From an optimization exercise on the open Yosys and OpenROAD flow, aimed at small area; shortcuts taken in it are not production practice. Only simulation tests tie the RTL to the original design; equivalence was not proved.

==> run a <==
==> flow/design.v <==
package pong_pkg;
	localparam int COORD_W    = 10;
	localparam int RANK_DEPTH = 10;
	typedef logic [COORD_W-1:0] coord_t;
	typedef logic [7:0]         bcd2_t;      
	localparam coord_t BAR_START_X = 10'd200;
	localparam coord_t SERVE_X     = 10'd200;
	localparam coord_t SERVE_Y     = 10'd50;
endpackage
module frame_sync (
	input  logic Clock_25,
	input  logic system_resetn,
	input  logic vsync,
	input  logic restart_sw,
	output logic frame_start,
	output logic restart
);
logic vsync_buf;
logic restart_sw_buf;
always_ff @ (posedge Clock_25 or negedge system_resetn) begin
	if (system_resetn == 1'b0) begin
		vsync_buf <= 1'b0;
		restart_sw_buf <= 1'b0;
	end else begin
		vsync_buf <= vsync;
		restart_sw_buf <= restart_sw;
	end
end
assign frame_start = vsync_buf & ~vsync;
assign restart = restart_sw ^ restart_sw_buf;
endmodule
module paddle_tracker (
	input  logic             Clock_25,
	input  logic             system_resetn,
	input  logic             frame_start,
	input  logic             btn_right,
	input  logic             btn_left,
	output pong_pkg::coord_t bar_x
);
logic move;
assign move = btn_right ? (bar_x < 10'd575) : (btn_left & (bar_x > 10'd5));
always_ff @ (posedge Clock_25 or negedge system_resetn) begin
	if (system_resetn == 1'b0) begin
		bar_x <= pong_pkg::BAR_START_X;
	end else if (frame_start & move) begin
		bar_x <= bar_x + (btn_right ? 10'd5 : 10'h3fb);
	end
end
endmodule
module ball_physics (
	input  logic             Clock_25,
	input  logic             system_resetn,
	input  logic             frame_start,
	input  logic             restart,
	input  logic             game_over,
	input  logic [2:0]       speed,
	input  logic             serve_x_dir,
	input  logic             serve_y_dir,
	input  pong_pkg::coord_t bar_x,
	output pong_pkg::coord_t ball_x,
	output pong_pkg::coord_t ball_y,
	output logic             hit,
	output logic             miss
);
logic [8:0]  y_q;
logic        moving_right;
logic        moving_down;
logic [10:0] x_next;
logic [9:0]  y_next;
logic        x_ok;
logic        y_ok;
logic [10:0] bar_d;
logic        on_paddle;
logic        active_frame;
logic        bottom;
assign ball_y = {1'b0, y_q};
assign active_frame = frame_start & ~game_over;
assign x_next = {1'b0, ball_x} + (moving_right ? {8'd0, speed} : -{8'd0, speed});
assign y_next = {1'b0, y_q} + (moving_down ? {7'd0, speed} : -{7'd0, speed});
assign x_ok = moving_right ? (x_next[9:0] < 10'd630) : ~x_next[10];
assign y_ok = moving_down ? (y_next <= 10'd415) : ~y_next[9];
assign bar_d = {1'b0, ball_x} - {1'b0, bar_x};
assign on_paddle = ~bar_d[10] & (bar_d[9:0] <= 10'd50);
assign bottom = active_frame & moving_down & ~y_ok;
assign hit  = bottom & on_paddle;
assign miss = bottom & ~on_paddle;
always_ff @ (posedge Clock_25 or negedge system_resetn) begin
	if (system_resetn == 1'b0) begin
		ball_x <= pong_pkg::SERVE_X;
		y_q <= 9'd50;
		moving_right <= 1'b1;
		moving_down <= 1'b1;
	end else if (restart && game_over) begin
		ball_x <= pong_pkg::SERVE_X;
		y_q <= 9'd50;
		moving_right <= 1'b1;
		moving_down <= 1'b1;
	end else if (miss) begin
		ball_x <= pong_pkg::SERVE_X;
		y_q <= 9'd50;
		moving_right <= serve_x_dir;
		moving_down <= serve_y_dir;
	end else if (active_frame) begin
		if (x_ok)
			ball_x <= x_next[9:0];
		else
			moving_right <= ~moving_right;
		if (y_ok)
			y_q <= y_next[8:0];
		else
			moving_down <= ~moving_down;
	end
end
endmodule
module scoreboard (
	input  logic            Clock_25,
	input  logic            system_resetn,
	input  logic            restart,
	input  logic            hit,
	input  logic            miss,
	output pong_pkg::bcd2_t score,
	output logic [1:0]      lives,
	output logic            game_over,
	output logic            rank_insert,
	output pong_pkg::bcd2_t game_number
);
function automatic logic [7:0] bcd2_inc(input logic [7:0] value);
	logic [7:0] result;
	result = value;
	if (value[3:0] == 4'd9) begin
		result[3:0] = 4'd0;
		if (value[7:4] == 4'd9)
			result[7:4] = 4'd0;
		else
			result[7:4] = value[7:4] + 4'd1;
	end else begin
		result[3:0] = value[3:0] + 4'd1;
	end
	bcd2_inc = result;
endfunction
assign game_over = (lives == 2'd0);
always_ff @ (posedge Clock_25 or negedge system_resetn) begin
	if (system_resetn == 1'b0) begin
		score <= 8'h00;
		lives <= 2'd3;
		rank_insert <= 1'b0;
		game_number <= 8'h00;
	end else begin
		rank_insert <= miss & (lives == 2'd1);
		if (hit)
			score <= bcd2_inc(score);
		if (miss) begin
			lives <= lives - 2'd1;
			if (lives == 2'd1)
				game_number <= bcd2_inc(game_number);
		end
		if (game_over & ~rank_insert & restart) begin
			score <= 8'h00;
			lives <= 2'd3;
		end
	end
end
endmodule
module rank_rows (
	input  logic        Clock_25,
	input  logic [9:0]  sel_hold,
	input  logic [9:0]  sel_sh,
	input  logic [9:0]  sel_new,
	input  logic [15:0] new_ent,
	output logic [159:0] ents
);
logic [15:0] ent [10];
always_ff @ (posedge Clock_25) begin
	for (int i = 0; i < 10; i++)
		ent[i] <= ({16{sel_hold[i]}} & ent[i])
		        | ({16{sel_sh[i]}} & ent[(i == 0) ? 0 : i-1])
		        | ({16{sel_new[i]}} & new_ent);
end
always_comb begin
	for (int i = 0; i < 10; i++)
		ents[i*16 +: 16] = ent[i];
end
endmodule
module rank_compare (
	input  logic [159:0] ents,
	input  logic [7:0]   score,
	output logic [9:0]   le
);
function automatic logic le8(input logic [7:0] a, input logic [7:0] b);
	logic r;
	r = 1'b1;
	for (int k = 0; k < 8; k++)
		r = (~a[k] & b[k]) | ((~a[k] | b[k]) & r);
	le8 = r;
endfunction
always_comb begin
	for (int i = 0; i < 10; i++)
		le[i] = le8(ents[i*16+8 +: 8], score);
end
endmodule
module rank_read (
	input  logic [159:0] ents,
	input  logic [3:0]   rank_index,
	input  logic [3:0]   count,
	output logic [15:0]  rd
);
always_comb begin
	rd = '0;
	case (rank_index)
		4'd0: rd = ents[0 +: 16];
		4'd1: rd = ents[16 +: 16];
		4'd2: rd = ents[32 +: 16];
		4'd3: rd = ents[48 +: 16];
		4'd4: rd = ents[64 +: 16];
		4'd5: rd = ents[80 +: 16];
		4'd6: rd = ents[96 +: 16];
		4'd7: rd = ents[112 +: 16];
		4'd8: rd = ents[128 +: 16];
		4'd9: rd = ents[144 +: 16];
		default: rd = '0;
	endcase
	if (rank_index >= count)
		rd = '0;
end
endmodule
module rank_table (
	input  logic            Clock_25,
	input  logic            system_resetn,
	input  logic            rank_insert,
	input  pong_pkg::bcd2_t score,
	input  pong_pkg::bcd2_t game_number,
	input  logic [3:0]      rank_index,
	output pong_pkg::bcd2_t rank_score,
	output pong_pkg::bcd2_t rank_game
);
localparam int N = pong_pkg::RANK_DEPTH;
logic [159:0] ents;
logic [3:0] count;
logic [N-1:0] le;
logic [N-1:0] take_slot;
logic [N-1:0] sel_new;
logic [N-1:0] sel_sh;
logic [N-1:0] sel_hold;
logic [15:0] rd;
always_comb begin
	for (int i = 0; i < N; i++)
		take_slot[i] = (count <= 4'(i)) | le[i];
	for (int i = 0; i < N; i++) begin
		sel_new[i] = rank_insert & take_slot[i] & ((i == 0) ? 1'b1 : ~take_slot[(i == 0) ? 0 : i-1]);
		sel_sh[i]  = rank_insert & take_slot[i] & ((i == 0) ? 1'b0 : take_slot[(i == 0) ? 0 : i-1]);
		sel_hold[i] = ~(rank_insert & take_slot[i]);
	end
end
always_ff @ (posedge Clock_25 or negedge system_resetn) begin
	if (system_resetn == 1'b0)
		count <= 4'd0;
	else if (rank_insert && count != 4'(N))
		count <= count + 4'd1;
end
rank_rows u_rows (
	.Clock_25 (Clock_25),
	.sel_hold (sel_hold),
	.sel_sh   (sel_sh),
	.sel_new  (sel_new),
	.new_ent  ({score, game_number}),
	.ents     (ents)
);
rank_compare u_compare (
	.ents  (ents),
	.score (score),
	.le    (le)
);
rank_read u_read (
	.ents       (ents),
	.rank_index (rank_index),
	.count      (count),
	.rd         (rd)
);
assign rank_score = rd[15:8];
assign rank_game = rd[7:0];
endmodule
module pong_core (
	input  logic       Clock_25,
	input  logic       system_resetn,
	input  logic       vsync,
	input  logic       btn_right,
	input  logic       btn_left,
	input  logic [2:0] speed,
	input  logic       serve_x_dir,
	input  logic       serve_y_dir,
	input  logic       restart_sw,
	input  logic [3:0] rank_index,
	output logic [9:0] ball_x,
	output logic [9:0] ball_y,
	output logic [9:0] bar_x,
	output logic [7:0] score,
	output logic [1:0] lives,
	output logic       game_over,
	output logic [7:0] rank_score,
	output logic [7:0] rank_game
);
logic frame_start;
logic restart;
logic rank_insert;
logic hit;
logic miss;
logic [7:0] game_number;
frame_sync u_frame_sync (
	.Clock_25      (Clock_25),
	.system_resetn (system_resetn),
	.vsync         (vsync),
	.restart_sw    (restart_sw),
	.frame_start   (frame_start),
	.restart       (restart)
);
paddle_tracker u_paddle_tracker (
	.Clock_25      (Clock_25),
	.system_resetn (system_resetn),
	.frame_start   (frame_start),
	.btn_right     (btn_right),
	.btn_left      (btn_left),
	.bar_x         (bar_x)
);
ball_physics u_ball_physics (
	.Clock_25      (Clock_25),
	.system_resetn (system_resetn),
	.frame_start   (frame_start),
	.restart       (restart),
	.game_over     (game_over),
	.speed         (speed),
	.serve_x_dir   (serve_x_dir),
	.serve_y_dir   (serve_y_dir),
	.bar_x         (bar_x),
	.ball_x        (ball_x),
	.ball_y        (ball_y),
	.hit           (hit),
	.miss          (miss)
);
scoreboard u_scoreboard (
	.Clock_25      (Clock_25),
	.system_resetn (system_resetn),
	.restart       (restart),
	.hit           (hit),
	.miss          (miss),
	.score         (score),
	.lives         (lives),
	.game_over     (game_over),
	.rank_insert   (rank_insert),
	.game_number   (game_number)
);
rank_table u_rank_table (
	.Clock_25      (Clock_25),
	.system_resetn (system_resetn),
	.rank_insert   (rank_insert),
	.score         (score),
	.game_number   (game_number),
	.rank_index    (rank_index),
	.rank_score    (rank_score),
	.rank_game     (rank_game)
);
endmodule
==> flow/run.sh <==
#!/bin/bash
# synth_recipe.tcl (not shown) runs the flow's synth.tcl, then flattens the netlist and writes it again
# the make line also repeats each setting of config.mk as NAME=value (left out here)
make -C /OpenROAD-flow-scripts/flow DESIGN_CONFIG=/design/flow/config.mk WORK_HOME=/design/flow/orfs CLKGATE_MAP_FILE= SYNTH_SCRIPT=/design/flow/synth_recipe.tcl finish
==> flow/config.mk <==
export PLATFORM = sky130hd
export DESIGN_NAME = pong_core
export DESIGN_NICKNAME = pong_core
export VERILOG_FILES = /design/flow/design.v
export SDC_FILE = /design/flow/constraint.sdc
export NUM_CORES = 4
export LEC_CHECK = 0
export CAP_MARGIN = 20
export CORE_MARGIN = 2
export CORE_UTILIZATION = 40
export SLEW_MARGIN = 20
export SYNTH_HIERARCHICAL = 1
==> flow/constraint.sdc <==
create_clock -name core_clock -period 10.0 [get_ports {Clock_25}]
set_input_delay 2.0000 -clock core_clock [delete_from_list [all_inputs] [get_ports {Clock_25}]]
set_output_delay 2.0000 -clock core_clock [all_outputs]
set_load 0.01 [all_outputs]
==> run b: changes against run a <==
--- a/flow/design.v
+++ b/flow/design.v
@@ -8,2 +8,29 @@
 	localparam coord_t SERVE_Y     = 10'd50;
+	function automatic logic [10:0] add10(input logic [9:0] a, input logic [9:0] b, input logic cin);
+		logic c;
+		logic [10:0] r;
+		c = cin;
+		for (int k = 0; k < 10; k++) begin
+			r[k] = a[k] ^ b[k] ^ c;
+			c = (a[k] & b[k]) | (a[k] & c) | (b[k] & c);
+		end
+		r[10] = c;
+		add10 = r;
+	endfunction
+	function automatic logic lt10(input logic [9:0] a, input logic [9:0] b);
+		logic r;
+		r = 1'b0;
+		for (int k = 0; k < 10; k++)
+			r = (~a[k] & b[k]) | ((~a[k] | b[k]) & r);
+		lt10 = r;
+	endfunction
+	function automatic logic [3:0] bcd_inc(input logic [3:0] d);
+		bcd_inc = {(d[3] & ~d[0]) | (d[2] & d[1] & d[0]),
+		           d[2] ^ (d[1] & d[0]),
+		           (d[1] ^ d[0]) & ~d[3],
+		           ~d[0]};
+	endfunction
+	function automatic logic [7:0] bcd2_inc(input logic [7:0] v);
+		bcd2_inc = {(v[3] & v[0]) ? bcd_inc(v[7:4]) : v[7:4], bcd_inc(v[3:0])};
+	endfunction
 endpackage
@@ -40,3 +67,5 @@
 logic move;
-assign move = btn_right ? (bar_x < 10'd575) : (btn_left & (bar_x > 10'd5));
+logic [10:0] next;
+assign move = btn_right ? pong_pkg::lt10(bar_x, 10'd575) : (btn_left & pong_pkg::lt10(10'd5, bar_x));
+assign next = pong_pkg::add10(bar_x, btn_right ? 10'd5 : 10'h3fb, 1'b0);
 always_ff @ (posedge Clock_25 or negedge system_resetn) begin
@@ -45,3 +74,3 @@
 	end else if (frame_start & move) begin
-		bar_x <= bar_x + (btn_right ? 10'd5 : 10'h3fb);
+		bar_x <= next[9:0];
 	end
@@ -68,3 +97,3 @@
 logic [10:0] x_next;
-logic [9:0]  y_next;
+logic [10:0] y_next;
 logic        x_ok;
@@ -77,8 +106,8 @@
 assign active_frame = frame_start & ~game_over;
-assign x_next = {1'b0, ball_x} + (moving_right ? {8'd0, speed} : -{8'd0, speed});
-assign y_next = {1'b0, y_q} + (moving_down ? {7'd0, speed} : -{7'd0, speed});
-assign x_ok = moving_right ? (x_next[9:0] < 10'd630) : ~x_next[10];
-assign y_ok = moving_down ? (y_next <= 10'd415) : ~y_next[9];
-assign bar_d = {1'b0, ball_x} - {1'b0, bar_x};
-assign on_paddle = ~bar_d[10] & (bar_d[9:0] <= 10'd50);
+assign x_next = pong_pkg::add10(ball_x, {{7{~moving_right}}, speed ^ {3{~moving_right}}}, ~moving_right);
+assign y_next = pong_pkg::add10({1'b0, y_q}, {{7{~moving_down}}, speed ^ {3{~moving_down}}}, ~moving_down);
+assign x_ok = moving_right ? pong_pkg::lt10(x_next[9:0], 10'd630) : x_next[10];
+assign y_ok = moving_down ? pong_pkg::lt10(y_next[9:0], 10'd416) : y_next[10];
+assign bar_d = pong_pkg::add10(ball_x, ~bar_x, 1'b1);
+assign on_paddle = bar_d[10] & pong_pkg::lt10(bar_d[9:0], 10'd51);
 assign bottom = active_frame & moving_down & ~y_ok;
@@ -126,16 +155,2 @@
 );
-function automatic logic [7:0] bcd2_inc(input logic [7:0] value);
-	logic [7:0] result;
-	result = value;
-	if (value[3:0] == 4'd9) begin
-		result[3:0] = 4'd0;
-		if (value[7:4] == 4'd9)
-			result[7:4] = 4'd0;
-		else
-			result[7:4] = value[7:4] + 4'd1;
-	end else begin
-		result[3:0] = value[3:0] + 4'd1;
-	end
-	bcd2_inc = result;
-endfunction
 assign game_over = (lives == 2'd0);
@@ -150,3 +165,3 @@
 		if (hit)
-			score <= bcd2_inc(score);
+			score <= pong_pkg::bcd2_inc(score);
 		if (miss) begin
@@ -154,3 +169,3 @@
 			if (lives == 2'd1)
-				game_number <= bcd2_inc(game_number);
+				game_number <= pong_pkg::bcd2_inc(game_number);
 		end
==> flow/flow/run.sh (new file) <==
#!/bin/bash
# Own layout flow: the standard ORFS flow, with three changes:
#  - synthesis maps the logic with an area-oriented ABC script (flow/abc_area.script)
#    instead of ORFS's delay-oriented one; registers are mapped exactly as before
#  - ports are buffered with sky130_fd_sc_hd__buf_1
#  - clock tree synthesis inserts no dummy loads
# Each tool's full output goes to a log file in this folder.
set -euo pipefail
W=$(pwd)

# The standard flow's synthesis script, with the ABC call redirected to the area script
{
	head -n 1 synth_recipe.tcl
	cat <<TCL
proc abc {args} {
	set i [lsearch -exact \$args -script]
	if { \$i >= 0 } { lset args [expr { \$i + 1 }] $W/flow/abc_area.script }
	yosys abc {*}\$args
}
TCL
	tail -n +2 synth_recipe.tcl
} > own_synth.tcl

# The standard flow's make command, with the synthesis script and the extra settings
sed -e "s|SYNTH_SCRIPT=[^ ]*|SYNTH_SCRIPT=$W/own_synth.tcl 'BUFFER_PORTS_ARGS=-buffer_cell sky130_fd_sc_hd__buf_1' 'CTS_ARGS=-sink_clustering_enable -repair_clock_nets -dont_use_dummy_load'|" standard.sh > own.sh

bash own.sh finish > make.log 2>&1
cp -r orfs/logs orfs_logs 2>/dev/null || true
test -f out/final.def
==> flow/flow/abc_area.script (new file) <==
strash
&get -n
&fraig -x
&put
balance; rewrite; refactor; balance; rewrite; rewrite -z; balance; refactor -z; rewrite -z; balance
dc2
balance; rewrite; refactor; balance; rewrite; rewrite -z; balance; refactor -z; rewrite -z; balance
strash
&get -n
&dch -f
&nf -R 1000 -p -F 10 -A 10 -a
&put
==> flow/standard.sh (new file) <==
#!/bin/bash
# synth_recipe.tcl (not shown) runs the flow's synth.tcl, then flattens the netlist and writes it again
# the make line also repeats each setting of config.mk as NAME=value (left out here)
make -C /OpenROAD-flow-scripts/flow DESIGN_CONFIG=/design/flow/config.mk WORK_HOME=/design/flow/orfs CLKGATE_MAP_FILE= SYNTH_SCRIPT=/design/flow/synth_recipe.tcl "${@:-finish}"
CORE_UTILIZATION = 30   (was 40)
PLACE_DENSITY = 0.4   (was default)
SYNTH_HIERARCHICAL = default   (was 1)
removed: flow/run.sh
==> run c: changes against run a <==
--- a/flow/design.v
+++ b/flow/design.v
@@ -8,2 +8,29 @@
 	localparam coord_t SERVE_Y     = 10'd50;
+	function automatic logic [10:0] add10(input logic [9:0] a, input logic [9:0] b, input logic cin);
+		logic c;
+		logic [10:0] r;
+		c = cin;
+		for (int k = 0; k < 10; k++) begin
+			r[k] = a[k] ^ b[k] ^ c;
+			c = (a[k] & b[k]) | (a[k] & c) | (b[k] & c);
+		end
+		r[10] = c;
+		add10 = r;
+	endfunction
+	function automatic logic lt10(input logic [9:0] a, input logic [9:0] b);
+		logic r;
+		r = 1'b0;
+		for (int k = 0; k < 10; k++)
+			r = (~a[k] & b[k]) | ((~a[k] | b[k]) & r);
+		lt10 = r;
+	endfunction
+	function automatic logic [3:0] bcd_inc(input logic [3:0] d);
+		bcd_inc = {(d[3] & ~d[0]) | (d[2] & d[1] & d[0]),
+		           d[2] ^ (d[1] & d[0]),
+		           (d[1] ^ d[0]) & ~d[3],
+		           ~d[0]};
+	endfunction
+	function automatic logic [7:0] bcd2_inc(input logic [7:0] v);
+		bcd2_inc = {(v[3] & v[0]) ? bcd_inc(v[7:4]) : v[7:4], bcd_inc(v[3:0])};
+	endfunction
 endpackage
@@ -40,3 +67,5 @@
 logic move;
-assign move = btn_right ? (bar_x < 10'd575) : (btn_left & (bar_x > 10'd5));
+logic [10:0] next;
+assign move = btn_right ? pong_pkg::lt10(bar_x, 10'd575) : (btn_left & pong_pkg::lt10(10'd5, bar_x));
+assign next = pong_pkg::add10(bar_x, btn_right ? 10'd5 : 10'h3fb, 1'b0);
 always_ff @ (posedge Clock_25 or negedge system_resetn) begin
@@ -45,3 +74,3 @@
 	end else if (frame_start & move) begin
-		bar_x <= bar_x + (btn_right ? 10'd5 : 10'h3fb);
+		bar_x <= next[9:0];
 	end
@@ -68,3 +97,3 @@
 logic [10:0] x_next;
-logic [9:0]  y_next;
+logic [10:0] y_next;
 logic        x_ok;
@@ -77,8 +106,8 @@
 assign active_frame = frame_start & ~game_over;
-assign x_next = {1'b0, ball_x} + (moving_right ? {8'd0, speed} : -{8'd0, speed});
-assign y_next = {1'b0, y_q} + (moving_down ? {7'd0, speed} : -{7'd0, speed});
-assign x_ok = moving_right ? (x_next[9:0] < 10'd630) : ~x_next[10];
-assign y_ok = moving_down ? (y_next <= 10'd415) : ~y_next[9];
-assign bar_d = {1'b0, ball_x} - {1'b0, bar_x};
-assign on_paddle = ~bar_d[10] & (bar_d[9:0] <= 10'd50);
+assign x_next = pong_pkg::add10(ball_x, {{7{~moving_right}}, speed ^ {3{~moving_right}}}, ~moving_right);
+assign y_next = pong_pkg::add10({1'b0, y_q}, {{7{~moving_down}}, speed ^ {3{~moving_down}}}, ~moving_down);
+assign x_ok = moving_right ? pong_pkg::lt10(x_next[9:0], 10'd630) : x_next[10];
+assign y_ok = moving_down ? pong_pkg::lt10(y_next[9:0], 10'd416) : y_next[10];
+assign bar_d = pong_pkg::add10(ball_x, ~bar_x, 1'b1);
+assign on_paddle = bar_d[10] & pong_pkg::lt10(bar_d[9:0], 10'd51);
 assign bottom = active_frame & moving_down & ~y_ok;
@@ -126,16 +155,2 @@
 );
-function automatic logic [7:0] bcd2_inc(input logic [7:0] value);
-	logic [7:0] result;
-	result = value;
-	if (value[3:0] == 4'd9) begin
-		result[3:0] = 4'd0;
-		if (value[7:4] == 4'd9)
-			result[7:4] = 4'd0;
-		else
-			result[7:4] = value[7:4] + 4'd1;
-	end else begin
-		result[3:0] = value[3:0] + 4'd1;
-	end
-	bcd2_inc = result;
-endfunction
 assign game_over = (lives == 2'd0);
@@ -150,3 +165,3 @@
 		if (hit)
-			score <= bcd2_inc(score);
+			score <= pong_pkg::bcd2_inc(score);
 		if (miss) begin
@@ -154,3 +169,3 @@
 			if (lives == 2'd1)
-				game_number <= bcd2_inc(game_number);
+				game_number <= pong_pkg::bcd2_inc(game_number);
 		end
==> reports/results.ini <==
[finish]
layout.nets=1502
fin_cells=1892
multi_input_area_share=0.4852

[floorplanning]
die_h_um=184.9

[synth]
synth_top_cells_by_count=205 x inv_1, 160 x dfxtp_1, 144 x a222oi_1
syn_avg_cell_area_um2=9.353
synth_nets=1472

[detailed_routing]
wl_per_cell_um=22.30

[run_status]
outcome=complete, no violations

[pwr]
p_leak_nw=6.776

[clock_tree]
clock_latency_ps=570

Source of the figures above: run a

==> reports/results.ini <==
[clock_tree]
cts_resized=0
clock_latency_ps=540

[finish]
multi_input_area_share=0.4168
layout.nets=1212
fin_cells=1600
top_register=u_rank_table.u_rows.ent

[placed_design]
dp_cells=1573

[run_status]
outcome=complete, no violations

[flow_run]
drv_cap=0

[pwr]
power_sequential_mw=1.31
p_leak_nw=4.248

[synth]
synth_nets=1093
synth_top_cells_by_count=188 x clkinv_1, 178 x a222oi_1, 144 x dfxtp_1
syn_avg_cell_area_um2=10.25

[global_route]
grtUsageMet1=0.3134
grt_max_degree=57

Source of the figures above: run b

==> reports/results.ini <==
[finish]
fin_cells=1653
layout.nets=1308
largest_reg_flops=160
drive_above_1_share=0.1322

[synth]
synth_nets=1278
syn_avg_cell_area_um2=10.00
synth_top_cells_by_count=209 x inv_1, 160 x dfxtp_1, 144 x a222oi_1

[detailed_routing]
wl_per_cell_um=23.52

[pwr]
p_comb_frac=0.324
p_leak_nw=6.348
ir_worst_vdd_v=0.0001303

[setup_path]
worst-path-stages=7
path_delay_family=buffers and inverters

[clock_tree]
clock_latency_ps=560

[floorplanning]
die_h_um=178.2

[run_status]
outcome=complete, no violations

Source of the figures above: run c

-- separate check: timing with driven ports --
The flow's constraints put no driver on any port. The routed layouts listed below were extracted and timed again, unchanged, in two steps. Step 1 assumes that a clkbuf_16 drives the clock port and a buf_2 every other input. Step 2, shift: input delay + t, output delay - t, t = (earliest + latest rising clock arrival at the registers) / 2. This alone moves slack from input paths to output paths. Three values: ideal ports, drivers, drivers and shift; two values: the first two.
| run | t, ns | setup WS [ns] | worst setup path after step 2 |
|---|---|---|---|
| run a | 0.598 | 2.671 / 2.644 / 2.644 | input to output |
| run b | 0.576 | 2.091 / 2.114 / 1.538 | input to register |
| run c | 0.582 | 2.751 / 2.728 / 2.601 | input to register |
After both steps every run listed still meets setup and hold. The setup slack of run b, which loses most, moves by +0.023 ns with the drivers and by -0.553 ns with both steps.
